This design comes from an exercise in tuning for small area, a short achievable clock period and few clock cycles per item on the open sky130 flow, not from production work. Function was checked by simulation only, so behaviour that the tests miss may differ from the original. Power figures rest on the tool's default switching activity, not on a simulated workload.

<file path="flow/run.sh">
#!/bin/bash
# synth_recipe.tcl (not shown) runs the flow's synth.tcl, then flattens the netlist and writes it again
# the make line also repeats each setting of config.mk as NAME=value (left out here)
make -C /OpenROAD-flow-scripts/flow DESIGN_CONFIG=/design/flow/config.mk WORK_HOME=/design/flow/orfs CLKGATE_MAP_FILE= SYNTH_SCRIPT=/design/flow/synth_recipe.tcl finish
</file>
<file path="flow/config.mk">
export PLATFORM = sky130hd
export DESIGN_NAME = conv_row_layer
export DESIGN_NICKNAME = conv_row_layer
export VERILOG_FILES = /design/flow/design.v
export SDC_FILE = /design/flow/constraint.sdc
export NUM_CORES = 4
export LEC_CHECK = 0
export CAP_MARGIN = 20
export CORE_MARGIN = 2
export CORE_UTILIZATION = 40
export SLEW_MARGIN = 20
</file>
<file path="flow/constraint.sdc">
create_clock -name core_clock -period 13.0 [get_ports {clock_i}]
set_input_delay 2.6000 -clock core_clock [delete_from_list [all_inputs] [get_ports {clock_i}]]
set_output_delay 2.6000 -clock core_clock [all_outputs]
set_load 0.01 [all_outputs]
</file>
<file path="flow/design.v">
package conv_pkg;
    parameter int KERNEL_SIZE_DEF = 3;
    parameter int ROW_WIDTH_DEF = 8;
    parameter int IN_CHANNELS_DEF = 2;
    parameter int OUT_CHANNELS_DEF = 2;
    parameter int WEIGHT_Q_SHIFT_DEF = 4;
    parameter int VALUE_BITS = 8;
    parameter int WEIGHT_BITS = 8;
    typedef logic [7:0] value_t;
    typedef logic [7:0] weight_t;
    typedef logic [3:0] tag_t;
    typedef logic [19:0] acc_t;
endpackage
`timescale 1ns/10ps
import conv_pkg::*;
module line_window_buffer #(
    parameter int KERNEL_SIZE = KERNEL_SIZE_DEF,
    parameter int ROW_WIDTH = ROW_WIDTH_DEF,
    parameter int IN_CHANNELS = IN_CHANNELS_DEF,
    localparam int OUT_WIDTH = ROW_WIDTH - KERNEL_SIZE + 1,
    localparam int COL_W = (OUT_WIDTH > 1) ? $clog2(OUT_WIDTH) : 1,
    localparam int ROW_BITS = ROW_WIDTH * IN_CHANNELS * VALUE_BITS,
    localparam int WIN_BITS = KERNEL_SIZE * KERNEL_SIZE * IN_CHANNELS * VALUE_BITS
) (
    input  logic                clock_i,
    input  logic                reset_i,
    input  logic [ROW_BITS-1:0] row_i,
    input  logic                shift_row_i,
    input  logic [COL_W-1:0]    col_sel_i,
    output logic [WIN_BITS-1:0] window_o
);
    localparam int VB = VALUE_BITS;
    logic [ROW_BITS-1:0] rows_q [KERNEL_SIZE];
    always_ff @(posedge clock_i) begin
        if (reset_i) begin
            for (int r = 0; r < KERNEL_SIZE; r++) begin
                rows_q[r] <= '0;
            end
        end else if (shift_row_i) begin
            for (int r = 0; r < KERNEL_SIZE - 1; r++) begin
                rows_q[r] <= rows_q[r + 1];
            end
            rows_q[KERNEL_SIZE - 1] <= row_i;
        end
    end
    always_comb begin
        window_o = '0;
        for (int col = 0; col < OUT_WIDTH; col++) begin
            if (int'(col_sel_i) == col) begin
                for (int kr = 0; kr < KERNEL_SIZE; kr++) begin
                    for (int kc = 0; kc < KERNEL_SIZE; kc++) begin
                        for (int ch = 0; ch < IN_CHANNELS; ch++) begin
                            window_o[((kr * KERNEL_SIZE + kc) * IN_CHANNELS + ch)*VB +: VB] =
                                rows_q[kr][((col + kc) * IN_CHANNELS + ch)*VB +: VB];
                        end
                    end
                end
            end
        end
    end
endmodule
`timescale 1ns/10ps
import conv_pkg::*;
module conv_mac #(
    parameter int KERNEL_SIZE = KERNEL_SIZE_DEF,
    parameter int ROW_WIDTH = ROW_WIDTH_DEF,
    parameter int IN_CHANNELS = IN_CHANNELS_DEF,
    parameter int OUT_CHANNELS = OUT_CHANNELS_DEF,
    parameter int WEIGHT_Q_SHIFT = WEIGHT_Q_SHIFT_DEF,
    localparam int OUT_WIDTH = ROW_WIDTH - KERNEL_SIZE + 1,
    localparam int COL_W = (OUT_WIDTH > 1) ? $clog2(OUT_WIDTH) : 1,
    localparam int OC_W = (OUT_CHANNELS > 1) ? $clog2(OUT_CHANNELS) : 1,
    localparam int TAPS = IN_CHANNELS * KERNEL_SIZE * KERNEL_SIZE,
    localparam int WT_BITS = OUT_CHANNELS * TAPS * WEIGHT_BITS,
    localparam int WIN_BITS = TAPS * VALUE_BITS
) (
    input  logic                clock_i,
    input  logic                reset_i,
    input  logic [WT_BITS-1:0]  weights_i,
    input  logic [WIN_BITS-1:0] window_i,
    input  logic                issue_i,
    input  logic [OC_W-1:0]     oc_sel_i,
    input  logic [COL_W-1:0]    col_i,
    output logic [7:0]          result_o,
    output logic                result_valid_o,
    output logic [OC_W-1:0]     result_oc_o,
    output logic [COL_W-1:0]    result_col_o
);
    localparam int VB = VALUE_BITS;
    localparam int WB = WEIGHT_BITS;
    logic [19:0] acc;
    logic [TAPS*WB-1:0] wset;
    always_comb begin
        wset = '0;
        for (int oc = 0; oc < OUT_CHANNELS; oc++) begin
            if (int'(oc_sel_i) == oc) begin
                wset = weights_i[oc*TAPS*WB +: TAPS*WB];
            end
        end
    end
    always_comb begin
        int w_idx;
        int p_idx;
        logic [7:0] w;
        logic [7:0] p;
        acc = '0;
        for (int ic = 0; ic < IN_CHANNELS; ic++) begin
            for (int kr = 0; kr < KERNEL_SIZE; kr++) begin
                for (int kc = 0; kc < KERNEL_SIZE; kc++) begin
                    w_idx = (ic * KERNEL_SIZE + kr) * KERNEL_SIZE + kc;
                    p_idx = (kr * KERNEL_SIZE + kc) * IN_CHANNELS + ic;
                    w = wset[w_idx*WB +: WB];
                    p = window_i[p_idx*VB +: VB];
                    acc = acc + ((20'(w) * 20'(p)) >> WEIGHT_Q_SHIFT);
                end
            end
        end
    end
    always_ff @(posedge clock_i) begin
        if (reset_i) begin
            result_valid_o <= 1'b0;
        end else begin
            result_valid_o <= issue_i;
        end
        result_o <= acc[7:0];
        result_oc_o <= oc_sel_i;
        result_col_o <= col_i;
    end
endmodule
`timescale 1ns/10ps
import conv_pkg::*;
module conv_sequencer #(
    parameter int KERNEL_SIZE = KERNEL_SIZE_DEF,
    parameter int ROW_WIDTH = ROW_WIDTH_DEF,
    parameter int OUT_CHANNELS = OUT_CHANNELS_DEF,
    localparam int OUT_WIDTH = ROW_WIDTH - KERNEL_SIZE + 1,
    localparam int COL_W = (OUT_WIDTH > 1) ? $clog2(OUT_WIDTH) : 1,
    localparam int OC_W = (OUT_CHANNELS > 1) ? $clog2(OUT_CHANNELS) : 1
) (
    input  logic             clock_i,
    input  logic             reset_i,
    input  logic             in_row_valid_i,
    input  logic             in_row_last_i,
    input  logic [3:0]       in_row_tag_i,
    input  logic             result_valid_i,
    input  logic             out_busy_i,
    output logic             in_row_accept_o,
    output logic             shift_row_o,
    output logic [COL_W-1:0] col_sel_o,
    output logic [OC_W-1:0]  oc_sel_o,
    output logic             issue_o,
    output logic             row_done_o,
    output logic             row_last_o,
    output logic [3:0]       row_tag_o
);
    localparam int CNT_W = $clog2(KERNEL_SIZE + 1);
    typedef enum logic [1:0] {
        WAIT_ROW,
        SWEEP,
        DRAIN,
        HOLD
    } state_t;
    state_t state_q;
    state_t state_d;
    logic [CNT_W-1:0] row_count_q;
    logic [COL_W-1:0] col_q;
    logic [OC_W-1:0]  oc_q;
    logic             row_done_q;
    logic             row_last_q;
    logic [3:0]      row_tag_q;
    logic accept;
    logic window_full;
    logic sweep_end;
    assign accept = (state_q == WAIT_ROW) && in_row_valid_i && !out_busy_i;
    assign window_full = row_count_q >= CNT_W'(KERNEL_SIZE - 1);
    assign sweep_end = (col_q == COL_W'(OUT_WIDTH - 1)) && (oc_q == OC_W'(OUT_CHANNELS - 1));
    assign in_row_accept_o = accept;
    assign shift_row_o = accept;
    assign issue_o = (state_q == SWEEP);
    assign col_sel_o = col_q;
    assign oc_sel_o = oc_q;
    assign row_done_o = row_done_q;
    assign row_last_o = row_last_q;
    assign row_tag_o = row_tag_q;
    always_comb begin
        state_d = state_q;
        case (state_q)
            WAIT_ROW: begin
                if (accept && window_full) begin
                    state_d = SWEEP;
                end
            end
            SWEEP: begin
                if (sweep_end) begin
                    state_d = DRAIN;
                end
            end
            DRAIN: begin
                if (result_valid_i) begin
                    state_d = HOLD;
                end
            end
            HOLD: begin
                if (!row_done_q && !out_busy_i) begin
                    state_d = WAIT_ROW;
                end
            end
            default: state_d = WAIT_ROW;
        endcase
    end
    always_ff @(posedge clock_i) begin
        if (reset_i) begin
            state_q <= WAIT_ROW;
            row_count_q <= '0;
            col_q <= '0;
            oc_q <= '0;
            row_done_q <= 1'b0;
            row_last_q <= 1'b0;
        end else begin
            state_q <= state_d;
            row_done_q <= (state_q == DRAIN) && result_valid_i;
            if (accept) begin
                row_last_q <= in_row_last_i;
                col_q <= '0;
                oc_q <= '0;
                if (in_row_last_i) begin
                    row_count_q <= '0;
                end else if (row_count_q != CNT_W'(KERNEL_SIZE)) begin
                    row_count_q <= row_count_q + 1'b1;
                end
            end
            if (state_q == SWEEP) begin
                if (oc_q == OC_W'(OUT_CHANNELS - 1)) begin
                    oc_q <= '0;
                    col_q <= col_q + 1'b1;
                end else begin
                    oc_q <= oc_q + 1'b1;
                end
            end
        end
        if (accept) begin
            row_tag_q <= in_row_tag_i;
        end
    end
endmodule
`timescale 1ns/10ps
import conv_pkg::*;
module output_row_buffer #(
    parameter int ROW_WIDTH = ROW_WIDTH_DEF,
    parameter int KERNEL_SIZE = KERNEL_SIZE_DEF,
    parameter int OUT_CHANNELS = OUT_CHANNELS_DEF,
    localparam int OUT_WIDTH = ROW_WIDTH - KERNEL_SIZE + 1,
    localparam int COL_W = (OUT_WIDTH > 1) ? $clog2(OUT_WIDTH) : 1,
    localparam int OC_W = (OUT_CHANNELS > 1) ? $clog2(OUT_CHANNELS) : 1,
    localparam int OUT_BITS = OUT_WIDTH * OUT_CHANNELS * VALUE_BITS
) (
    input  logic                clock_i,
    input  logic                reset_i,
    input  logic [7:0]          result_i,
    input  logic                result_valid_i,
    input  logic [OC_W-1:0]     result_oc_i,
    input  logic [COL_W-1:0]    result_col_i,
    input  logic                row_done_i,
    input  logic                row_last_i,
    input  logic [3:0]          row_tag_i,
    input  logic                out_row_accept_i,
    output logic [OUT_BITS-1:0] out_row_o,
    output logic                out_row_valid_o,
    output logic                out_row_last_o,
    output logic [3:0]          out_row_tag_o,
    output logic                busy_o
);
    localparam int VB = VALUE_BITS;
    logic [OUT_BITS-1:0] row_q;
    logic                valid_q;
    logic                last_q;
    logic [3:0]         tag_q;
    assign out_row_o = row_q;
    assign out_row_valid_o = valid_q;
    assign out_row_last_o = last_q;
    assign out_row_tag_o = tag_q;
    assign busy_o = valid_q;
    always_ff @(posedge clock_i) begin
        for (int col = 0; col < OUT_WIDTH; col++) begin
            for (int oc = 0; oc < OUT_CHANNELS; oc++) begin
                if (result_valid_i && int'(result_col_i) == col && int'(result_oc_i) == oc) begin
                    row_q[(col * OUT_CHANNELS + oc)*VB +: VB] <= result_i;
                end
            end
        end
        if (row_done_i) begin
            tag_q <= row_tag_i;
        end
    end
    always_ff @(posedge clock_i) begin
        if (reset_i) begin
            valid_q <= 1'b0;
            last_q <= 1'b0;
        end else if (row_done_i) begin
            valid_q <= 1'b1;
            last_q <= row_last_i;
        end else if (valid_q && out_row_accept_i) begin
            valid_q <= 1'b0;
            last_q <= 1'b0;
        end
    end
endmodule
`timescale 1ns/10ps
import conv_pkg::*;
module conv_row_layer #(
    parameter int KERNEL_SIZE = KERNEL_SIZE_DEF,
    parameter int ROW_WIDTH = ROW_WIDTH_DEF,
    parameter int IN_CHANNELS = IN_CHANNELS_DEF,
    parameter int OUT_CHANNELS = OUT_CHANNELS_DEF,
    parameter int WEIGHT_Q_SHIFT = WEIGHT_Q_SHIFT_DEF,
    localparam int OUT_WIDTH = ROW_WIDTH - KERNEL_SIZE + 1,
    localparam int WT_BITS = OUT_CHANNELS * IN_CHANNELS * KERNEL_SIZE * KERNEL_SIZE
                             * WEIGHT_BITS,
    localparam int ROW_BITS = ROW_WIDTH * IN_CHANNELS * VALUE_BITS,
    localparam int OUT_BITS = OUT_WIDTH * OUT_CHANNELS * VALUE_BITS
) (
    input  logic                clock_i,
    input  logic                reset_i,
    input  logic [WT_BITS-1:0]  weights_i,
    input  logic [ROW_BITS-1:0] in_row_i,
    input  logic                in_row_valid_i,
    input  logic                in_row_last_i,
    input  logic [3:0]          in_row_tag_i,
    output logic                in_row_accept_o,
    output logic [OUT_BITS-1:0] out_row_o,
    output logic                out_row_valid_o,
    output logic                out_row_last_o,
    output logic [3:0]          out_row_tag_o,
    input  logic                out_row_accept_i
);
    localparam int COL_W = (OUT_WIDTH > 1) ? $clog2(OUT_WIDTH) : 1;
    localparam int OC_W = (OUT_CHANNELS > 1) ? $clog2(OUT_CHANNELS) : 1;
    localparam int WIN_BITS = KERNEL_SIZE * KERNEL_SIZE * IN_CHANNELS * VALUE_BITS;
    logic                shift_row;
    logic [COL_W-1:0]    col_sel;
    logic [WIN_BITS-1:0] window;
    logic [OC_W-1:0]     oc_sel;
    logic                issue;
    logic [7:0]         result;
    logic                result_valid;
    logic [OC_W-1:0]     result_oc;
    logic [COL_W-1:0]    result_col;
    logic                row_done;
    logic                row_last;
    logic [3:0]         row_tag;
    logic                busy;
    line_window_buffer #(
        .KERNEL_SIZE(KERNEL_SIZE), .ROW_WIDTH(ROW_WIDTH), .IN_CHANNELS(IN_CHANNELS)
    ) line_window_buffer_i (
        .clock_i(clock_i), .reset_i(reset_i), .row_i(in_row_i), .shift_row_i(shift_row),
        .col_sel_i(col_sel), .window_o(window)
    );
    conv_mac #(
        .KERNEL_SIZE(KERNEL_SIZE), .ROW_WIDTH(ROW_WIDTH), .IN_CHANNELS(IN_CHANNELS),
        .OUT_CHANNELS(OUT_CHANNELS), .WEIGHT_Q_SHIFT(WEIGHT_Q_SHIFT)
    ) conv_mac_i (
        .clock_i(clock_i), .reset_i(reset_i), .weights_i(weights_i), .window_i(window),
        .issue_i(issue), .oc_sel_i(oc_sel), .col_i(col_sel), .result_o(result),
        .result_valid_o(result_valid), .result_oc_o(result_oc), .result_col_o(result_col)
    );
    conv_sequencer #(
        .KERNEL_SIZE(KERNEL_SIZE), .ROW_WIDTH(ROW_WIDTH), .OUT_CHANNELS(OUT_CHANNELS)
    ) conv_sequencer_i (
        .clock_i(clock_i), .reset_i(reset_i), .in_row_valid_i(in_row_valid_i),
        .in_row_last_i(in_row_last_i), .in_row_tag_i(in_row_tag_i),
        .result_valid_i(result_valid), .out_busy_i(busy), .in_row_accept_o(in_row_accept_o),
        .shift_row_o(shift_row), .col_sel_o(col_sel), .oc_sel_o(oc_sel), .issue_o(issue),
        .row_done_o(row_done), .row_last_o(row_last), .row_tag_o(row_tag)
    );
    output_row_buffer #(
        .ROW_WIDTH(ROW_WIDTH), .KERNEL_SIZE(KERNEL_SIZE), .OUT_CHANNELS(OUT_CHANNELS)
    ) output_row_buffer_i (
        .clock_i(clock_i), .reset_i(reset_i), .result_i(result),
        .result_valid_i(result_valid), .result_oc_i(result_oc), .result_col_i(result_col),
        .row_done_i(row_done), .row_last_i(row_last), .row_tag_i(row_tag),
        .out_row_accept_i(out_row_accept_i), .out_row_o(out_row_o),
        .out_row_valid_o(out_row_valid_o), .out_row_last_o(out_row_last_o),
        .out_row_tag_o(out_row_tag_o), .busy_o(busy)
    );
endmodule
</file>
==> results of run 1 <==
-- final timing paths --
kind	slack, ns	from	end
max	0.83	conv_sequencer_i.col_q[0]$_SDFF_PP0_	conv_mac_i.result_o[7]$_DFF_P_
min reg2reg	0.42	conv_sequencer_i.row_tag_q[3]$_DFFE_PP_	output_row_buffer_i.tag_q[3]$_DFFE_PP_
max reg2reg	0.83	conv_sequencer_i.col_q[0]$_SDFF_PP0_	conv_mac_i.result_o[7]$_DFF_P_
min	0.42	conv_sequencer_i.row_tag_q[3]$_DFFE_PP_	output_row_buffer_i.tag_q[3]$_DFFE_PP_
-- cell usage in the layout, fill, tap and decap left out, types with 148 or more instances in the layout --
master / Yosys / routed
sky130_fd_sc_hd__nand2_1: 981 / 979
sky130_fd_sc_hd__inv_1: 974 / 973
sky130_fd_sc_hd__nor2_1: 873 / 873
sky130_fd_sc_hd__fa_1: 657 / 657
sky130_fd_sc_hd__a21oi_1: 576 / 573
sky130_fd_sc_hd__clkdlybuf4s50_1: 0 / 526
sky130_fd_sc_hd__dfxtp_1: 409 / 407
sky130_fd_sc_hd__ha_1: 385 / 381
sky130_fd_sc_hd__buf_4: 31 / 231
sky130_fd_sc_hd__or2_2: 210 / 210
sky130_fd_sc_hd__xnor2_1: 206 / 206
sky130_fd_sc_hd__o21ai_0: 154 / 153
sky130_fd_sc_hd__mux2i_1: 148 / 148
-- metrics by stage --
stage	cells	utilization
after floorplan	6852	-
after global placement	9189	0.4593
after detailed placement	9190	0.4594
after CTS	9291	0.4721
after global routing	9291	0.4722
final	9294	0.4722
-- kinds of logic after synthesis --
group | after synthesis | share of synthesized area
mux | 151 | 0.02677
xor+xnor | 285 | 0.04779
flops | 513 | 0.1995
buf+inv | 1294 | 0.09265
simple gates | 2335 | 0.1772
fa+ha+maj | 1042 | 0.3169
compound gates | 1232 | 0.1393
-- power by group through the flow --
| stage | registers [uW] | logic (uW) | clock network (uW) |
|---|---|---|---|
| finish | 2220 | 16600 | 1610 |
| global route | 2240 | 17800 | 1680 |
| CTS | 2210 | 16600 | 1620 |
| detailed placement | 2250 | 16500 | 0 |
| global placement | 2250 | 16500 | 0 |
| floorplan | 2180 | 12600 | 0 |
-- worst max-delay path: cells and delay by family, from the launching register on --
kind,cells,cell delay (ns)
AOI/OAI and AO/OA,7,1.60
buffers and inverters,5,0.66
and+or+nand+nor,2,1.15
adders and majority gates,12,5.59
xor gates and xnor gates,11,2.65
DFF,1,0.37
-- cell usage after synthesis, types with 9 or more instances --
cell	n	share of area
sky130_fd_sc_hd__nand2_1	981	0.065
sky130_fd_sc_hd__inv_1	974	0.064
sky130_fd_sc_hd__nor2_1	873	0.058
sky130_fd_sc_hd__fa_1	657	0.23
sky130_fd_sc_hd__a21oi_1	576	0.051
sky130_fd_sc_hd__dfxtp_1	409	0.14
sky130_fd_sc_hd__ha_1	385	0.085
sky130_fd_sc_hd__or2_2	210	0.023
sky130_fd_sc_hd__xnor2_1	206	0.032
sky130_fd_sc_hd__clkbuf_1	193	0.013
sky130_fd_sc_hd__o21ai_0	154	0.014
sky130_fd_sc_hd__mux2i_1	148	0.026
sky130_fd_sc_hd__a221oi_1	104	0.016
sky130_fd_sc_hd__edfxtp_1	104	0.055
sky130_fd_sc_hd__xor2_1	63	0.0097
sky130_fd_sc_hd__buf_2	56	0.0049
sky130_fd_sc_hd__o211ai_1	55	0.0073
sky130_fd_sc_hd__nand3b_1	52	0.0069
sky130_fd_sc_hd__nand2b_1	47	0.0052
sky130_fd_sc_hd__nor2b_1	46	0.0051
sky130_fd_sc_hd__o311ai_0	37	0.0057
sky130_fd_sc_hd__buf_4	31	0.0041
sky130_fd_sc_hd__a21o_1	30	0.0040
sky130_fd_sc_hd__o21ai_1	30	0.0026
sky130_fd_sc_hd__buf_6	28	0.0056
sky130_fd_sc_hd__nand3_1	27	0.0024
sky130_fd_sc_hd__o21a_1	27	0.0036
sky130_fd_sc_hd__o21bai_1	23	0.0030
sky130_fd_sc_hd__a21boi_1	22	0.0029
sky130_fd_sc_hd__nor3_1	18	0.0016
sky130_fd_sc_hd__nor3b_1	17	0.0023
sky130_fd_sc_hd__xnor3_1	15	0.0060
sky130_fd_sc_hd__o22ai_1	14	0.0015
sky130_fd_sc_hd__or3_1	14	0.0015
sky130_fd_sc_hd__and3_1	13	0.0014
sky130_fd_sc_hd__and3b_1	13	0.0020
sky130_fd_sc_hd__a211oi_1	12	0.0016
sky130_fd_sc_hd__a22oi_1	11	0.0015
sky130_fd_sc_hd__buf_1	11	0.00073
sky130_fd_sc_hd__o21ai_2	11	0.0017
sky130_fd_sc_hd__nor4_1	10	0.0011
sky130_fd_sc_hd__a2bb2oi_2	9	0.0024
sky130_fd_sc_hd__a311oi_1	9	0.0014
sky130_fd_sc_hd__o31ai_1	9	0.0012
-- flip-flops by register name, indices dropped and copies added, names as in the netlist --
register	cells
line_window_buffer_i.rows_q	384
output_row_buffer_i.row_q	96
conv_mac_i.result_o	8
conv_sequencer_i.row_tag_q	4
output_row_buffer_i.tag_q	4
conv_mac_i.result_col_o	3
conv_sequencer_i.col_q	3
conv_sequencer_i.row_count_q	2
conv_sequencer_i.state_q	2
conv_mac_i.result_oc_o	1
conv_mac_i.result_valid_o	1
conv_sequencer_i.oc_q	1
conv_sequencer_i.row_done_q	1
conv_sequencer_i.row_last_q	1
output_row_buffer_i.last_q	1
output_row_buffer_i.valid_q	1
-- final cells by class --
cell class,instances,area (um2)
multi-input cells,5045,40280
inverters,975,3667
flip-flops and latches,513,11320
fillers,13940,74450
repair buffers,767,7194
well taps,1890,2365
diodes,3,7.507
clock inverters,30,270.3
clock buffers,71,1518
-- layer usage --
metal | wire length (um) | share of wire
met5 | 25 | 0.00011
met1 | 92950 | 0.43
met4 | 9355 | 0.043
met2 | 94750 | 0.44
met3 | 20690 | 0.095
==> results_tabular.tex, run 1 <==
\begin{tabular}{lr}
\hline
Metric & Value \\
\hline
\multicolumn{2}{l}{\textbf{Power and ir drop}} \\
Total design power & 20,400 uW \\
Share of power burned in combinational logic & 0.812 \\
Design internal power & 10,480 uW \\
Part of the total power dissipated in sequential elements & 0.109 \\
Static leakage power & 0.02840 uW \\
IR drop worst, VDD & 0.001968 V \\
Part of the power in the clock network & 0.079 \\
Net Switching & between 9000 and 10,000 uW \\
Power per cell area & between 300 and 400 mW/mm2 \\
Switch share & 0.4865 \\
\multicolumn{2}{l}{\textbf{Synth}} \\
Number of unique standard cell types used by synthesis & 85 \\
Seq cells post-synth & 513 \\
Number of nets produced by synthesis & 8,319 \\
Per-instance average area after synthesis & 8.276 um2 \\
Share of synthesized area occupied by flip-flops and latches & 0.1995 \\
Number of enable-type register cells in the synthesized netlist & 104 \\
Post-synth ARST share & 0 \\
Count of mapped cells out of synthesis & 6,852 \\
Ys flop type & sky130\_fd\_sc\_hd\_\_dfxtp\_1 \\
Synthesized area & 0.05670 mm2 \\
Yosys warning total & 5 \\
\multicolumn{2}{l}{\textbf{CTS}} \\
Number of buffers inserted during clock tree synthesis & 55 \\
Clock tree from TritonCTS & done \\
CTS Buffer Depth & 3 \\
Cts repair resizes & 0 \\
Root buffer cell & sky130\_fd\_sc\_hd\_\_clkbuf\_16 \\
Number of buffers added to fix hold violations after cts & 0 \\
Clock net sink count & 513 \\
Maximum level of the CTS H-tree & 2 \\
Number of setup buffers added after CTS & 0 \\
Worst-Skew Late Latency & 0.67 ns \\
Clock transition at path regs & 0.07 ns \\
\multicolumn{2}{l}{\textbf{Worst setup path}} \\
CP required & roughly 14 ns \\
Crit path arrival time & 12.71 ns \\
Highest-delay cell along the critical path & sky130\_fd\_sc\_hd\_\_nor2b\_4 \\
Largest stage delay on the critical path & between 0.7 and 0.8 ns \\
Kind of end point of the critical path & register \\
Cell depth of the worst flop-to-flop path & 37 \\
Type of the setup path with the least slack & register to register \\
Maximum fanout along the worst path & 28 \\
Critical Path Most Common Cell & sky130\_fd\_sc\_hd\_\_fa\_1 \\
Startpoint kind of the worst setup timing path & register \\
\multicolumn{2}{l}{\textbf{Hold path}} \\
Worst hold-check path type & register to register \\
Count of cells along the worst hold path & 0 \\
\multicolumn{2}{l}{\textbf{Final layout}} \\
Finished Cell Area & 0.06662 mm2 \\
Final-stage net count & 8,824 \\
P\&R area growth vs syn & 17.48\% \\
Layout cell share with drive strength beyond 1 & 0.08526 \\
\multicolumn{2}{l}{\textbf{GRT}} \\
Residual overflow from global routing & 0 \\
Vias in the first global route & 49,190 \\
GRT Resource Usage Total & 0.2956 \\
Grt peak-use layer & met2 \\
Pin count of the biggest net entering global routing & 210 \\
Routing usage on met2 & 0.4504 \\
Met1 Usage GRT & 0.4101 \\
Initial antenna violation count & 9 \\
Global-route wire length before repair & between 300,000 and 400,000 um \\
Global routing usage on met3 & 0.06488 \\
\multicolumn{2}{l}{\textbf{Run}} \\
Max cap viols & 0 \\
\multicolumn{2}{l}{\textbf{Detailed routing}} \\
Drt via density & 5.448 \\
Antenna-violating nets left & 0 \\
Avg WL per Cell & 23.43 um \\
DRC violation total after the first TritonRoute iteration & between 5,000 and 6,000 \\
Routed vias & 50,640 \\
Final wirelength & 217,800 um \\
First-pass iteration count of the detailed router & 6 \\
DRC violation count after routing & 0 \\
\multicolumn{2}{l}{\textbf{Placement}} \\
Routability-driven placement congestion ratio & 0.9758 \\
Port-buffer cells & 527 \\
Placed Instance Area & 0.06480 mm2 \\
Worst slack at placement & 0.3206 ns \\
DP Wirelength & 175,200 um \\
\multicolumn{2}{l}{\textbf{Run status}} \\
Outcome & complete, no violations \\
\multicolumn{2}{l}{\textbf{Timing}} \\
Final-report hold violation count & 0 \\
Slew at the pin closest to its max-slew limit & between 1 and 1.5 ns \\
Worst hold slack & 0.4152 ns \\
Setup repair after global routing missed its margin & false \\
Period utilization & 0.9364 \\
Setup TNS & 0 ns \\
Worst slew margin relative to its limit & 0.2227 \\
Setup clock skew after layout & between 0.04 and 0.05 ns \\
Max-slew violation count & 0 \\
Count of endpoints failing setup in the final report & 0 \\
Min setup slack post-route & about 0.83 ns \\
Post-route minimum period & approximately 12 ns \\
Max Freq & 0.08215 GHz \\
\multicolumn{2}{l}{\textbf{Floorplanning}} \\
Area of the core & 0.1411 mm2 \\
Number of placed I/O pins & 528 \\
Die area & about 0.14 mm2 \\
Die Wd & 380.5 um \\
Die boundary height & 380.5 um \\
Initial Util & 0.4020 \\
Placement Rows & 138 \\
\hline
\end{tabular}
Testbench counts, summed over its fixed seeds: cycles 10,828, rows 628.
==> run 2: changes to the inputs <==
--- a/flow/design.v
+++ b/flow/design.v
@@ -144,3 +144,2 @@
     input  logic [3:0]       in_row_tag_i,
-    input  logic             result_valid_i,
     input  logic             out_busy_i,
@@ -151,3 +150,3 @@
     output logic             issue_o,
-    output logic             row_done_o,
+    output logic             issue_last_o,
     output logic             row_last_o,
@@ -156,10 +155,7 @@
     localparam int CNT_W = $clog2(KERNEL_SIZE + 1);
-    typedef enum logic [1:0] {
+    typedef enum logic [0:0] {
         WAIT_ROW,
-        SWEEP,
-        DRAIN,
-        HOLD
+        SWEEP
     } state_t;
     state_t state_q;
-    state_t state_d;
     logic [CNT_W-1:0] row_count_q;
@@ -167,45 +163,22 @@
     logic [OC_W-1:0]  oc_q;
-    logic             row_done_q;
     logic             row_last_q;
-    logic [3:0]      row_tag_q;
+    logic [3:0]       row_tag_q;
+    logic sweep_end;
+    logic issue;
+    logic ready;
     logic accept;
     logic window_full;
-    logic sweep_end;
-    assign accept = (state_q == WAIT_ROW) && in_row_valid_i && !out_busy_i;
-    assign window_full = row_count_q >= CNT_W'(KERNEL_SIZE - 1);
     assign sweep_end = (col_q == COL_W'(OUT_WIDTH - 1)) && (oc_q == OC_W'(OUT_CHANNELS - 1));
-    assign in_row_accept_o = accept;
+    assign issue = (state_q == SWEEP) && !(sweep_end && out_busy_i);
+    assign ready = (state_q == WAIT_ROW) || (issue && sweep_end);
+    assign accept = ready && in_row_valid_i;
+    assign window_full = row_count_q >= CNT_W'(KERNEL_SIZE - 1);
+    assign in_row_accept_o = ready;
     assign shift_row_o = accept;
-    assign issue_o = (state_q == SWEEP);
+    assign issue_o = issue;
+    assign issue_last_o = issue && sweep_end;
     assign col_sel_o = col_q;
     assign oc_sel_o = oc_q;
-    assign row_done_o = row_done_q;
     assign row_last_o = row_last_q;
     assign row_tag_o = row_tag_q;
-    always_comb begin
-        state_d = state_q;
-        case (state_q)
-            WAIT_ROW: begin
-                if (accept && window_full) begin
-                    state_d = SWEEP;
-                end
-            end
-            SWEEP: begin
-                if (sweep_end) begin
-                    state_d = DRAIN;
-                end
-            end
-            DRAIN: begin
-                if (result_valid_i) begin
-                    state_d = HOLD;
-                end
-            end
-            HOLD: begin
-                if (!row_done_q && !out_busy_i) begin
-                    state_d = WAIT_ROW;
-                end
-            end
-            default: state_d = WAIT_ROW;
-        endcase
-    end
     always_ff @(posedge clock_i) begin
@@ -216,9 +189,20 @@
             oc_q <= '0;
-            row_done_q <= 1'b0;
-            row_last_q <= 1'b0;
         end else begin
-            state_q <= state_d;
-            row_done_q <= (state_q == DRAIN) && result_valid_i;
+            if (issue) begin
+                if (oc_q == OC_W'(OUT_CHANNELS - 1)) begin
+                    oc_q <= '0;
+                    col_q <= col_q + 1'b1;
+                end else begin
+                    oc_q <= oc_q + 1'b1;
+                end
+                if (sweep_end) begin
+                    state_q <= WAIT_ROW;
+                    col_q <= '0;
+                    oc_q <= '0;
+                end
+            end
             if (accept) begin
-                row_last_q <= in_row_last_i;
+                if (window_full) begin
+                    state_q <= SWEEP;
+                end
                 col_q <= '0;
@@ -231,12 +215,5 @@
             end
-            if (state_q == SWEEP) begin
-                if (oc_q == OC_W'(OUT_CHANNELS - 1)) begin
-                    oc_q <= '0;
-                    col_q <= col_q + 1'b1;
-                end else begin
-                    oc_q <= oc_q + 1'b1;
-                end
-            end
         end
         if (accept) begin
+            row_last_q <= in_row_last_i;
             row_tag_q <= in_row_tag_i;
@@ -262,3 +239,3 @@
     input  logic [COL_W-1:0]    result_col_i,
-    input  logic                row_done_i,
+    input  logic                issue_last_i,
     input  logic                row_last_i,
@@ -273,2 +250,4 @@
     localparam int VB = VALUE_BITS;
+    logic [OUT_BITS-1:0] asm_q;
+    logic [OUT_BITS-1:0] asm_d;
     logic [OUT_BITS-1:0] row_q;
@@ -276,3 +255,7 @@
     logic                last_q;
-    logic [3:0]         tag_q;
+    logic [3:0]          tag_q;
+    logic                issue_last_q;
+    logic                pend_last_q;
+    logic [3:0]          pend_tag_q;
+    logic                complete;
     assign out_row_o = row_q;
@@ -282,3 +265,5 @@
     assign busy_o = valid_q;
-    always_ff @(posedge clock_i) begin
+    assign complete = result_valid_i && issue_last_q;
+    always_comb begin
+        asm_d = asm_q;
         for (int col = 0; col < OUT_WIDTH; col++) begin
@@ -286,3 +271,3 @@
                 if (result_valid_i && int'(result_col_i) == col && int'(result_oc_i) == oc) begin
-                    row_q[(col * OUT_CHANNELS + oc)*VB +: VB] <= result_i;
+                    asm_d[(col * OUT_CHANNELS + oc)*VB +: VB] = result_i;
                 end
@@ -290,4 +275,13 @@
         end
-        if (row_done_i) begin
-            tag_q <= row_tag_i;
+    end
+    always_ff @(posedge clock_i) begin
+        asm_q <= asm_d;
+        if (issue_last_i) begin
+            pend_last_q <= row_last_i;
+            pend_tag_q <= row_tag_i;
+        end
+        if (complete) begin
+            row_q <= asm_d;
+            last_q <= pend_last_q;
+            tag_q <= pend_tag_q;
         end
@@ -297,9 +291,10 @@
             valid_q <= 1'b0;
-            last_q <= 1'b0;
-        end else if (row_done_i) begin
-            valid_q <= 1'b1;
-            last_q <= row_last_i;
-        end else if (valid_q && out_row_accept_i) begin
-            valid_q <= 1'b0;
-            last_q <= 1'b0;
+            issue_last_q <= 1'b0;
+        end else begin
+            issue_last_q <= issue_last_i;
+            if (complete) begin
+                valid_q <= 1'b1;
+            end else if (valid_q && out_row_accept_i) begin
+                valid_q <= 1'b0;
+            end
         end
@@ -347,3 +342,3 @@
     logic [COL_W-1:0]    result_col;
-    logic                row_done;
+    logic                issue_last;
     logic                row_last;
@@ -370,5 +365,5 @@
         .in_row_last_i(in_row_last_i), .in_row_tag_i(in_row_tag_i),
-        .result_valid_i(result_valid), .out_busy_i(busy), .in_row_accept_o(in_row_accept_o),
+        .out_busy_i(busy), .in_row_accept_o(in_row_accept_o),
         .shift_row_o(shift_row), .col_sel_o(col_sel), .oc_sel_o(oc_sel), .issue_o(issue),
-        .row_done_o(row_done), .row_last_o(row_last), .row_tag_o(row_tag)
+        .issue_last_o(issue_last), .row_last_o(row_last), .row_tag_o(row_tag)
     );
@@ -379,3 +374,3 @@
         .result_valid_i(result_valid), .result_oc_i(result_oc), .result_col_i(result_col),
-        .row_done_i(row_done), .row_last_i(row_last), .row_tag_i(row_tag),
+        .issue_last_i(issue_last), .row_last_i(row_last), .row_tag_i(row_tag),
         .out_row_accept_i(out_row_accept_i), .out_row_o(out_row_o),
==> run 2 against run 1 <==
Compared with the run above:
- still clean
- largest cell class unchanged
- via count is 5.5% higher
- clock skew is 0.014 ns higher
- die area is 6.1% higher
==> results_tabular.tex, run 2 <==
\begin{tabular}{lr}
\hline
Metric & Value \\
\hline
\multicolumn{2}{l}{\textbf{Floorplanning}} \\
Area of the core & 0.1496 mm2 \\
Die boundary height & 391.9 um \\
Die area & about 0.15 mm2 \\
Die Wd & about 400 um \\
Placement Rows & 142 \\
Initial Util & 0.4024 \\
Number of placed I/O pins & 528 \\
\multicolumn{2}{l}{\textbf{Detailed routing}} \\
Avg WL per Cell & 24.22 um \\
DRC violation count after routing & 0 \\
Final wirelength & 237,900 um \\
Routed vias & $\sim$53,000 \\
Drt via density & $\sim$5.4 \\
DRC violation total after the first TritonRoute iteration & roughly 5,400 \\
Antenna-violating nets left & 0 \\
First-pass iteration count of the detailed router & 6 \\
\multicolumn{2}{l}{\textbf{Worst setup path}} \\
Type of the setup path with the least slack & register to register \\
Critical Path Most Common Cell & sky130\_fd\_sc\_hd\_\_fa\_1 \\
Maximum fanout along the worst path & 53 \\
Crit path arrival time & between 10 and 15 ns \\
CP required & 13.57 ns \\
Crit path buffers/inverters & 6 \\
Kind of end point of the critical path & register \\
Highest-delay cell along the critical path & sky130\_fd\_sc\_hd\_\_o21ai\_1 \\
Family with the most delay on the worst path & adder cells \\
Startpoint kind of the worst setup timing path & register \\
Largest stage delay on the critical path & 0.79 ns \\
\multicolumn{2}{l}{\textbf{Synth}} \\
Number of enable-type register cells in the synthesized netlist & 111 \\
Commonest cells post-synth & 1,017 x sky130\_fd\_sc\_hd\_\_nand2\_1, 1,003 x sky130\_fd\_sc\_hd\_\_inv\_1, 907 x sky130\_fd\_sc\_hd\_\_nor2\_1, 657 x sky130\_fd\_sc\_hd\_\_fa\_1, 569 x sky130\_fd\_sc\_hd\_\_a21oi\_1 \\
Yosys warning total & 5 \\
Number of nets produced by synthesis & about 8,600 \\
Cell type with the highest aggregate area in the netlist & sky130\_fd\_sc\_hd\_\_fa\_1 \\
Top cells by area in the synthesized netlist & sky130\_fd\_sc\_hd\_\_fa\_1 22\%, sky130\_fd\_sc\_hd\_\_dfxtp\_1 17\%, sky130\_fd\_sc\_hd\_\_ha\_1 7.9\% \\
Number of unique standard cell types used by synthesis & 91 \\
Synthesized area & 0.06019 mm2 \\
Per-instance average area after synthesis & 8.409 um2 \\
Proportion of netlist area held by the largest area contributor & 0.2185 \\
Share of synthesized area occupied by flip-flops and latches & 0.2223 \\
Most instantiated library cell after synthesis & sky130\_fd\_sc\_hd\_\_nand2\_1 \\
Count of mapped cells out of synthesis & 7,158 \\
Seq cells post-synth & roughly 610 \\
Ys flop type & sky130\_fd\_sc\_hd\_\_dfxtp\_1 \\
Post-synth ARST share & 0 \\
\multicolumn{2}{l}{\textbf{CTS}} \\
Maximum level of the CTS H-tree & 3 \\
Clock transition at path regs & 0.06 ns \\
Clock tree from TritonCTS & done \\
Cts repair resizes & 0 \\
Clock net sink count & 613 \\
Root buffer cell & sky130\_fd\_sc\_hd\_\_clkbuf\_16 \\
Number of buffers inserted during clock tree synthesis & 70 \\
Worst-Skew Late Latency & 0.69 ns \\
CTS Buffer Depth & 3 \\
Number of buffers added to fix hold violations after cts & 0 \\
Number of setup buffers added after CTS & 0 \\
\multicolumn{2}{l}{\textbf{Final layout}} \\
Share of the core filled with cells in the final layout & 0.4777 \\
Largest register FFs & 384 \\
Registers with the most flip-flops & line\_window\_buffer\_i.rows\_q x384, output\_row\_buffer\_i.asm\_q x96, output\_row\_buffer\_i.row\_q x96 \\
P\&R area growth vs syn & 18.72\% \\
Layout cell share with drive strength beyond 1 & 0.09471 \\
Final-stage net count & 9,209 \\
Highest-count cells in the layout ignoring fill and taps & 1,015 x sky130\_fd\_sc\_hd\_\_nand2\_1, 1,002 x sky130\_fd\_sc\_hd\_\_inv\_1, 907 x sky130\_fd\_sc\_hd\_\_nor2\_1 \\
Antenna diode instance count & 0 \\
Most frequent standard cell in the layout excluding fill and tap cells & sky130\_fd\_sc\_hd\_\_nand2\_1 \\
Register ranked first by flip-flop count & line\_window\_buffer\_i.rows\_q \\
\multicolumn{2}{l}{\textbf{Timing}} \\
Post-route minimum period & 12.37 ns \\
Setup TNS & 0 ns \\
Count of endpoints failing setup in the final report & 0 \\
Period utilization & 0.9515 \\
Max Freq & a little over 0.08 GHz \\
Worst slew margin relative to its limit & 0.1550 \\
Setup clock skew after layout & $\sim$0.054 ns \\
Setup repair after global routing missed its margin & false \\
Final-report hold violation count & 0 \\
Max-slew violation count & 0 \\
Slew at the pin closest to its max-slew limit & 1.268 ns \\
\multicolumn{2}{l}{\textbf{GRT}} \\
Residual overflow from global routing & 0 \\
Vias in the first global route & approximately 52,000 \\
GRT Resource Usage Total & 0.3055 \\
Global-route wire length before repair & 346,300 um \\
Initial antenna violation count & 9 \\
Pin count of the biggest net entering global routing & 217 \\
\multicolumn{2}{l}{\textbf{Hold path}} \\
Worst hold-check path type & register to register \\
\multicolumn{2}{l}{\textbf{Power and ir drop}} \\
Power per cell area & 148.4 mW/mm2 \\
Static leakage power & 0.03068 uW \\
IR drop worst, VDD & 0.0007091 V \\
\multicolumn{2}{l}{\textbf{Placement}} \\
Port-buffer cells & 527 \\
Routability-driven placement congestion ratio & around 1 \\
DP Wirelength & 191,700 um \\
\multicolumn{2}{l}{\textbf{Run}} \\
Max cap viols & 0 \\
\multicolumn{2}{l}{\textbf{Run status}} \\
Outcome & complete, no violations \\
\hline
\end{tabular}
==> run 2: changes by cell type in the layout (fill, tap and decap cells not counted), moves of 16 or more <==
cell                        previous run  this run
sky130_fd_sc_hd__mux2_2                2       115
sky130_fd_sc_hd__or2_2               210       139
sky130_fd_sc_hd__nand2_1             979      1015
sky130_fd_sc_hd__nor2_1              873       907
sky130_fd_sc_hd__nand2b_1             46        74
sky130_fd_sc_hd__nor2b_1              43        65
sky130_fd_sc_hd__o21ai_0             153       137
sky130_fd_sc_hd__nor3_1               15        31
sky130_fd_sc_hd__inv_1               973      1002
sky130_fd_sc_hd__dfxtp_1             407       500
sky130_fd_sc_hd__buf_4               231       312
sky130_fd_sc_hd__clkbuf_16            56        72
==> run 2: area by class of cell <==
type | instances | area (um2)
Fill cell | 14710 | 78140
Multi-Input combinational cell | 5206 | 41550
Sequential cell | 613 | 13390
Timing Repair Buffer | 851 | 7863
Inverter | 1005 | 3780
Tap cell | 2016 | 2522
Clock buffer | 98 | 1939
Clock inverter | 30 | 417.9
==> run 2: per-layer routing <==
| metal | track usage | vias up | routed length [um] |
|---|---|---|---|
| li1 | - | 24290 | - |
| met1 | 0.4216 | 26350 | 101000 |
| met2 | 0.4651 | 2358 | 103700 |
| met3 | 0.05918 | 420 | 21120 |
| met4 | 0.1312 | 4 | 12060 |
| met5 | 0 | - | 27 |
==> run 2: worst paths after layout <==
kind / startpoint / to / slack, ns / depth (start not counted)
max: conv_sequencer_i.col_q[0]$_SDFFE_PP0P_ / conv_mac_i.result_o[7]$_DFF_P_ / 0.63 / 35
min: output_row_buffer_i.pend_last_q$_DFFE_PP_ / output_row_buffer_i.last_q$_DFFE_PP_ / 0.42 / 0
max reg2reg: conv_sequencer_i.col_q[0]$_SDFFE_PP0P_ / conv_mac_i.result_o[7]$_DFF_P_ / 0.63 / 35
min reg2reg: output_row_buffer_i.pend_last_q$_DFFE_PP_ / output_row_buffer_i.last_q$_DFFE_PP_ / 0.42 / 0
==> run 2: stage by stage <==
stage	hold WS, ns	total power (uW)	worst slack, ns	area (um2)	instances
final	0.4176	10600	0.6301	71460	9819
after global routing	0.4251	11280	0.1357	71460	9819
after CTS	0.4198	10690	0.2803	71390	9812
after detailed placement	0.4056	8568	0.2875	69040	9684
after global placement	0.4010	8490	0.4083	69030	9684
after floorplan	0.3507	6307	1.225	60190	7158
==> run 2: power by group <==
part,internal (uW),total [uW],switching [uW]
combinational,2980,6250,3270
clock,1200,2090,897
sequential,2100,2260,158
total,6280,10600,4330
==> run 2: kinds of logic (layout without fill, tap and decap cells) <==
| logic type | Yosys count | in the layout | synth area share |
|---|---|---|---|
| adders and majority gates | 1037 | 1037 | 0.2975 |
| AOI/OAI and AO/OA | 1232 | 1232 | 0.1304 |
| buffers and inverters | 1339 | 1984 | 0.08973 |
| DFF | 613 | 613 | 0.2223 |
| and+or+nand+nor | 2397 | 2397 | 0.1708 |
| xor gates and xnor gates | 282 | 282 | 0.04390 |
| muxes | 258 | 258 | 0.04529 |
Testbench counts of run 2, summed over its fixed seeds: cycles 7,720, rows 628.
==> run 3: changes to the inputs <==
--- a/flow/design.v
+++ b/flow/design.v
@@ -71,3 +71,2 @@
     localparam int COL_W = (OUT_WIDTH > 1) ? $clog2(OUT_WIDTH) : 1,
-    localparam int OC_W = (OUT_CHANNELS > 1) ? $clog2(OUT_CHANNELS) : 1,
     localparam int TAPS = IN_CHANNELS * KERNEL_SIZE * KERNEL_SIZE,
@@ -76,13 +75,11 @@
 ) (
-    input  logic                clock_i,
-    input  logic                reset_i,
-    input  logic [WT_BITS-1:0]  weights_i,
-    input  logic [WIN_BITS-1:0] window_i,
-    input  logic                issue_i,
-    input  logic [OC_W-1:0]     oc_sel_i,
-    input  logic [COL_W-1:0]    col_i,
-    output logic [7:0]          result_o,
-    output logic                result_valid_o,
-    output logic [OC_W-1:0]     result_oc_o,
-    output logic [COL_W-1:0]    result_col_o
+    input  logic                       clock_i,
+    input  logic                       reset_i,
+    input  logic [WT_BITS-1:0]         weights_i,
+    input  logic [WIN_BITS-1:0]        window_i,
+    input  logic                       issue_i,
+    input  logic [COL_W-1:0]           col_i,
+    output logic [OUT_CHANNELS*8-1:0]  result_o,
+    output logic                       result_valid_o,
+    output logic [COL_W-1:0]           result_col_o
 );
@@ -90,27 +87,35 @@
     localparam int WB = WEIGHT_BITS;
-    logic [19:0] acc;
-    logic [TAPS*WB-1:0] wset;
-    always_comb begin
-        wset = '0;
+    logic [WT_BITS-1:0]  w_q;
+    logic [WIN_BITS-1:0] window_q;
+    logic                win_valid_q;
+    logic [COL_W-1:0]    win_col_q;
+    logic [7:0]          prod_q [OUT_CHANNELS][TAPS];
+    logic                prod_valid_q;
+    logic [COL_W-1:0]    prod_col_q;
+    logic [7:0]          acc [OUT_CHANNELS];
+    always_ff @(posedge clock_i) begin
+        w_q <= weights_i;
+        window_q <= window_i;
+        win_col_q <= col_i;
+    end
+    always_ff @(posedge clock_i) begin
         for (int oc = 0; oc < OUT_CHANNELS; oc++) begin
-            if (int'(oc_sel_i) == oc) begin
-                wset = weights_i[oc*TAPS*WB +: TAPS*WB];
+            for (int ic = 0; ic < IN_CHANNELS; ic++) begin
+                for (int kr = 0; kr < KERNEL_SIZE; kr++) begin
+                    for (int kc = 0; kc < KERNEL_SIZE; kc++) begin
+                        prod_q[oc][(ic * KERNEL_SIZE + kr) * KERNEL_SIZE + kc] <= 8'((
+                            16'(w_q[(oc * TAPS + (ic * KERNEL_SIZE + kr) * KERNEL_SIZE + kc)*WB +: WB])
+                            * 16'(window_q[((kr * KERNEL_SIZE + kc) * IN_CHANNELS + ic)*VB +: VB]))
+                            >> WEIGHT_Q_SHIFT);
+                    end
+                end
             end
         end
+        prod_col_q <= win_col_q;
     end
     always_comb begin
-        int w_idx;
-        int p_idx;
-        logic [7:0] w;
-        logic [7:0] p;
-        acc = '0;
-        for (int ic = 0; ic < IN_CHANNELS; ic++) begin
-            for (int kr = 0; kr < KERNEL_SIZE; kr++) begin
-                for (int kc = 0; kc < KERNEL_SIZE; kc++) begin
-                    w_idx = (ic * KERNEL_SIZE + kr) * KERNEL_SIZE + kc;
-                    p_idx = (kr * KERNEL_SIZE + kc) * IN_CHANNELS + ic;
-                    w = wset[w_idx*WB +: WB];
-                    p = window_i[p_idx*VB +: VB];
-                    acc = acc + ((20'(w) * 20'(p)) >> WEIGHT_Q_SHIFT);
-                end
+        for (int oc = 0; oc < OUT_CHANNELS; oc++) begin
+            acc[oc] = '0;
+            for (int t = 0; t < TAPS; t++) begin
+                acc[oc] = acc[oc] + prod_q[oc][t];
             end
@@ -120,9 +125,14 @@
         if (reset_i) begin
+            win_valid_q <= 1'b0;
+            prod_valid_q <= 1'b0;
             result_valid_o <= 1'b0;
         end else begin
-            result_valid_o <= issue_i;
+            win_valid_q <= issue_i;
+            prod_valid_q <= win_valid_q;
+            result_valid_o <= prod_valid_q;
         end
-        result_o <= acc[7:0];
-        result_oc_o <= oc_sel_i;
-        result_col_o <= col_i;
+        for (int oc = 0; oc < OUT_CHANNELS; oc++) begin
+            result_o[oc*8 +: 8] <= acc[oc];
+        end
+        result_col_o <= prod_col_q;
     end
@@ -170,3 +180,3 @@
     logic window_full;
-    assign sweep_end = (col_q == COL_W'(OUT_WIDTH - 1)) && (oc_q == OC_W'(OUT_CHANNELS - 1));
+    assign sweep_end = (col_q == COL_W'(OUT_WIDTH - 1));
     assign issue = (state_q == SWEEP) && !(sweep_end && out_busy_i);
@@ -191,8 +201,3 @@
             if (issue) begin
-                if (oc_q == OC_W'(OUT_CHANNELS - 1)) begin
-                    oc_q <= '0;
-                    col_q <= col_q + 1'b1;
-                end else begin
-                    oc_q <= oc_q + 1'b1;
-                end
+                col_q <= col_q + 1'b1;
                 if (sweep_end) begin
@@ -235,5 +240,4 @@
     input  logic                reset_i,
-    input  logic [7:0]          result_i,
+    input  logic [OUT_CHANNELS*8-1:0] result_i,
     input  logic                result_valid_i,
-    input  logic [OC_W-1:0]     result_oc_i,
     input  logic [COL_W-1:0]    result_col_i,
@@ -257,2 +261,4 @@
     logic                issue_last_q;
+    logic                issue_last_qq;
+    logic                issue_last_q3;
     logic                pend_last_q;
@@ -265,3 +271,3 @@
     assign busy_o = valid_q;
-    assign complete = result_valid_i && issue_last_q;
+    assign complete = result_valid_i && issue_last_q3;
     always_comb begin
@@ -270,4 +276,4 @@
             for (int oc = 0; oc < OUT_CHANNELS; oc++) begin
-                if (result_valid_i && int'(result_col_i) == col && int'(result_oc_i) == oc) begin
-                    asm_d[(col * OUT_CHANNELS + oc)*VB +: VB] = result_i;
+                if (result_valid_i && int'(result_col_i) == col) begin
+                    asm_d[(col * OUT_CHANNELS + oc)*VB +: VB] = result_i[oc*VB +: VB];
                 end
@@ -292,4 +298,8 @@
             issue_last_q <= 1'b0;
+            issue_last_qq <= 1'b0;
+            issue_last_q3 <= 1'b0;
         end else begin
+            issue_last_q3 <= issue_last_qq;
             issue_last_q <= issue_last_i;
+            issue_last_qq <= issue_last_q;
             if (complete) begin
@@ -338,5 +348,4 @@
     logic                issue;
-    logic [7:0]         result;
+    logic [OUT_CHANNELS*8-1:0] result;
     logic                result_valid;
-    logic [OC_W-1:0]     result_oc;
     logic [COL_W-1:0]    result_col;
@@ -357,4 +366,4 @@
         .clock_i(clock_i), .reset_i(reset_i), .weights_i(weights_i), .window_i(window),
-        .issue_i(issue), .oc_sel_i(oc_sel), .col_i(col_sel), .result_o(result),
-        .result_valid_o(result_valid), .result_oc_o(result_oc), .result_col_o(result_col)
+        .issue_i(issue), .col_i(col_sel), .result_o(result),
+        .result_valid_o(result_valid), .result_col_o(result_col)
     );
@@ -373,3 +382,3 @@
         .clock_i(clock_i), .reset_i(reset_i), .result_i(result),
-        .result_valid_i(result_valid), .result_oc_i(result_oc), .result_col_i(result_col),
+        .result_valid_i(result_valid), .result_col_i(result_col),
         .issue_last_i(issue_last), .row_last_i(row_last), .row_tag_i(row_tag),
==> run 3 against run 2 <==
Compared with the run above:
- largest power group unchanged
- sequential share of layout area up 4.8 points
- highest routed layer unchanged
- largest cell class unchanged
- non-clock buffer count down 284
- clock skew up 0.030 ns
- still clean
- flip-flop and latch count up 736
==> results_tabular.tex, run 3 <==
\begin{tabular}{lr}
\hline
Metric & Value \\
\hline
\multicolumn{2}{l}{\textbf{Timing}} \\
Setup clock skew after layout & 0.08426 ns \\
Count of endpoints failing setup in the final report & 0 \\
Post-route minimum period & roughly 5.4 ns \\
Setup repair after global routing missed its margin & false \\
Final-report hold violation count & 0 \\
Worst hold slack & 0.3254 ns \\
Setup TNS & 0 ns \\
Slew at the pin closest to its max-slew limit & about 1.1 ns \\
Worst slew margin relative to its limit & 0.2369 \\
Min setup slack post-route & 7.573 ns \\
Max Freq & 0.1843 GHz \\
Max-slew violation count & 0 \\
Period utilization & 0.4175 \\
\multicolumn{2}{l}{\textbf{Run status}} \\
Outcome & complete, no violations \\
\multicolumn{2}{l}{\textbf{Worst setup path}} \\
Crit path buffers/inverters & 1 \\
Type of the setup path with the least slack & register to output port \\
Startpoint kind of the worst setup timing path & register \\
Kind of end point of the critical path & output port \\
Critical path, cell by cell & nand3b\_1 -> o21ai\_2 -> clkdlybuf4s50\_1 \\
Highest-delay cell along the critical path & sky130\_fd\_sc\_hd\_\_dfxtp\_4 \\
Crit path arrival time & 2.83 ns \\
Maximum fanout along the worst path & 70 \\
Family with the most delay on the worst path & flip-flops \\
CP required & 10.40 ns \\
Largest stage delay on the critical path & roughly 0.86 ns \\
\multicolumn{2}{l}{\textbf{CTS}} \\
Worst-Skew Late Latency & 0.89 ns \\
Cts repair resizes & 0 \\
Number of setup buffers added after CTS & 0 \\
Root buffer cell & sky130\_fd\_sc\_hd\_\_clkbuf\_16 \\
Clock transition at path regs & 0.06 ns \\
Clock net sink count & 1,349 \\
CTS Buffer Depth & 4 \\
Clock tree from TritonCTS & done \\
Maximum level of the CTS H-tree & 4 \\
Number of buffers added to fix hold violations after cts & 0 \\
Number of buffers inserted during clock tree synthesis & 169 \\
\multicolumn{2}{l}{\textbf{GRT}} \\
GRT Resource Usage Total & 0.2475 \\
Global-route wire length before repair & 501,800 um \\
Residual overflow from global routing & 0 \\
Pin count of the biggest net entering global routing & 200 \\
Vias in the first global route & 81,600 \\
Initial antenna violation count & 64 \\
\multicolumn{2}{l}{\textbf{Synth}} \\
Count of mapped cells out of synthesis & 11,460 \\
Seq cells post-synth & around 1,300 \\
Yosys warning total & 7 \\
Number of nets produced by synthesis & between 10,000 and 15,000 \\
Most instantiated library cell after synthesis & sky130\_fd\_sc\_hd\_\_nand2\_1 \\
Cell type with the highest aggregate area in the netlist & sky130\_fd\_sc\_hd\_\_fa\_1 \\
Number of enable-type register cells in the synthesized netlist & 111 \\
Post-synth ARST share & 0 \\
Ys flop type & sky130\_fd\_sc\_hd\_\_dfxtp\_1 \\
Commonest cells post-synth & 1,925 x sky130\_fd\_sc\_hd\_\_nand2\_1, 1,786 x sky130\_fd\_sc\_hd\_\_inv\_1, 1,314 x sky130\_fd\_sc\_hd\_\_fa\_1, 1,238 x sky130\_fd\_sc\_hd\_\_dfxtp\_1, 1,079 x sky130\_fd\_sc\_hd\_\_and2\_1 \\
Top cells by area in the synthesized netlist & sky130\_fd\_sc\_hd\_\_fa\_1 25\%, sky130\_fd\_sc\_hd\_\_dfxtp\_1 24\%, sky130\_fd\_sc\_hd\_\_ha\_1 8.9\% \\
Share of synthesized area occupied by flip-flops and latches & 0.2667 \\
Number of unique standard cell types used by synthesis & 53 \\
Proportion of netlist area held by the largest area contributor & 0.2495 \\
Per-instance average area after synthesis & roughly 9.2 um2 \\
Synthesized area & 0.1054 mm2 \\
\multicolumn{2}{l}{\textbf{Placement}} \\
DP Wirelength & 263,700 um \\
Worst slack at placement & 7.308 ns \\
Count of placed standard cells including taps & between 15,000 and 20,000 \\
Routability-driven placement congestion ratio & 0.9108 \\
Port-buffer cells & 527 \\
\multicolumn{2}{l}{\textbf{Final layout}} \\
P\&R area growth vs syn & 13.14\% \\
Layout cell share with drive strength beyond 1 & 0.03655 \\
Final std cells w/o fill & 15,430 \\
Registers with the most flip-flops & line\_window\_buffer\_i.rows\_q x384, conv\_mac\_i.prod\_q x288, conv\_mac\_i.w\_q x288 \\
Register ranked first by flip-flop count & line\_window\_buffer\_i.rows\_q \\
Final-stage net count & 14,240 \\
Highest-count cells in the layout ignoring fill and taps & 1,924 x sky130\_fd\_sc\_hd\_\_nand2\_1, 1,786 x sky130\_fd\_sc\_hd\_\_inv\_1, 1,314 x sky130\_fd\_sc\_hd\_\_fa\_1 \\
Share of the core filled with cells in the final layout & 0.4547 \\
Largest register FFs & approximately 380 \\
Most frequent standard cell in the layout excluding fill and tap cells & sky130\_fd\_sc\_hd\_\_nand2\_1 \\
Fillers & 24,990 \\
\multicolumn{2}{l}{\textbf{Floorplanning}} \\
Die Wd & just over 500 um \\
Die boundary height & 517.4 um \\
Number of placed I/O pins & 528 \\
Initial Util & 0.4019 \\
Placement Rows & approximately 190 \\
Die area & 0.2677 mm2 \\
Area of the core & 0.2623 mm2 \\
\multicolumn{2}{l}{\textbf{Detailed routing}} \\
Drt via density & between 5 and 6 \\
First-pass iteration count of the detailed router & 6 \\
Antenna-violating nets left & 0 \\
Routed vias & around 79,000 \\
Avg WL per Cell & about 21 um \\
DRC violation count after routing & 0 \\
Final wirelength & roughly 330,000 um \\
DRC violation total after the first TritonRoute iteration & just under 6,000 \\
\multicolumn{2}{l}{\textbf{Power and ir drop}} \\
Net Switching & 8396 uW \\
Part of the total power dissipated in sequential elements & 0.252 \\
Switch share & 0.4104 \\
Power per cell area & roughly 170 mW/mm2 \\
Static leakage power & between 0.05 and 0.06 uW \\
Share of power burned in combinational logic & 0.509 \\
Design internal power & 12,060 uW \\
IR drop worst, VDD & slightly below 0.001 V \\
Part of the power in the clock network & 0.239 \\
\multicolumn{2}{l}{\textbf{Hold path}} \\
Worst hold-check path type & register to register \\
\multicolumn{2}{l}{\textbf{Run}} \\
Max cap viols & 0 \\
\hline
\end{tabular}
## run 3: power by group through the flow
stage	registers [uW]	clock network [uW]	logic [uW]
6_report	5150	4890	10400
5_1_grt	5180	5150	11600
4_1_cts	5150	5010	10600
3_5_place_dp	5230	0	10500
3_3_place_gp	5230	0	10300
2_1_floorplan	4940	0	7090
## run 3: through the flow
| step | cell area [um2] | power [uW] |
|---|---|---|
| floorplan | 105400 | 12030 |
| global placement | 113500 | 15490 |
| detailed placement | 113500 | 15710 |
| CTS | 119100 | 20770 |
| global route | 119200 | 21940 |
| finish | 119300 | 20460 |
## run 3: per-layer routing
metal | vias up | track usage | share of wire
met4 | 16 | 0.1202 | 0.053
met5 | - | 0 | 0.00031
li1 | 36450 | - | -
met1 | 39830 | 0.3189 | 0.42
met3 | 522 | 0.03195 | 0.053
met2 | 2224 | 0.4101 | 0.47
## run 3: final timing paths
path / start / to / slack [ns] / cells past startpoint
max: conv_sequencer_i.col_q[0]$_SDFFE_PP0P_ / in_row_accept_o / 7.57 / 3
min: conv_mac_i.win_col_q[2]$_DFF_P_ / conv_mac_i.prod_col_q[2]$_DFF_P_ / 0.33 / 0
max reg2reg: conv_mac_i.prod_q[23][3]$_DFF_P_ / conv_mac_i.result_o[15]$_DFF_P_ / 8.04 / 17
min reg2reg: conv_mac_i.win_col_q[2]$_DFF_P_ / conv_mac_i.prod_col_q[2]$_DFF_P_ / 0.33 / 0
## run 3: layout make-up
class / count / area (um2) / area share
antenna: 40 / 100.1 / 0.0008393
multi-input combinational: 7876 / 68630 / 0.5755
tap: 3515 / 4398 / 0.03687
clock buffer: 208 / 4587 / 0.03846
sequential: 1349 / 28130 / 0.2358
clock inverter: 87 / 1099 / 0.009211
inverter: 1788 / 6719 / 0.05633
timing repair buffer: 567 / 5605 / 0.04700
## run 3: kinds of logic after synthesis
logic type | synth area share
adders and majority gates | 0.3384
and+or+nand+nor | 0.1613
buffers and inverters | 0.08297
DFF | 0.2667
muxes | 0.01481
xor gates and xnor gates | 0.04511
AOI/OAI and AO/OA | 0.09061
Testbench counts of run 3, summed over its fixed seeds: cycles 3,968, rows 628.

==> what the ideal ports hide <==
The results above use ideal ports. As a check the final layouts listed here were re-extracted and re-timed, cells and wires unchanged. Step 1 (the two cells are an assumption about what drives the block):
set clk [get_ports {clock_i}]
set_driving_cell -lib_cell sky130_fd_sc_hd__clkbuf_16 $clk
set_driving_cell -lib_cell sky130_fd_sc_hd__buf_2 [delete_from_list [all_inputs] $clk]
Step 2 also shifts input and output timing later by t, the mid clock arrival at the registers, as if the neighbouring blocks saw the same clock. a / b / c = ideal ports / drivers / drivers and shift; a / b = the first two.
| run | t (ns) | slack for setup (ns) | clock arrival spread, ns | slew at the worst register clock pin (ns) | worst data-port slew with drivers (ns) |
|---|---|---|---|---|---|
| run 1 | 0.712 | 0.827 / 0.827 / 0.340 | 0.042 / 0.042 | 0.07 / 0.07 | 0.10 |
| run 2 | 0.740 | 0.630 / 0.630 / 0.260 | 0.055 / 0.056 | 0.07 / 0.07 | 0.08 |
| run 3 | 0.951 | 7.573 / 7.467 / 7.305 | 0.085 / 0.085 | 0.07 / 0.07 | 0.14 |
After both steps setup and hold are still met in every run listed. For run 1, which loses most, drivers alone change the setup slack by 0.000 ns; drivers and shift together by -0.487 ns.
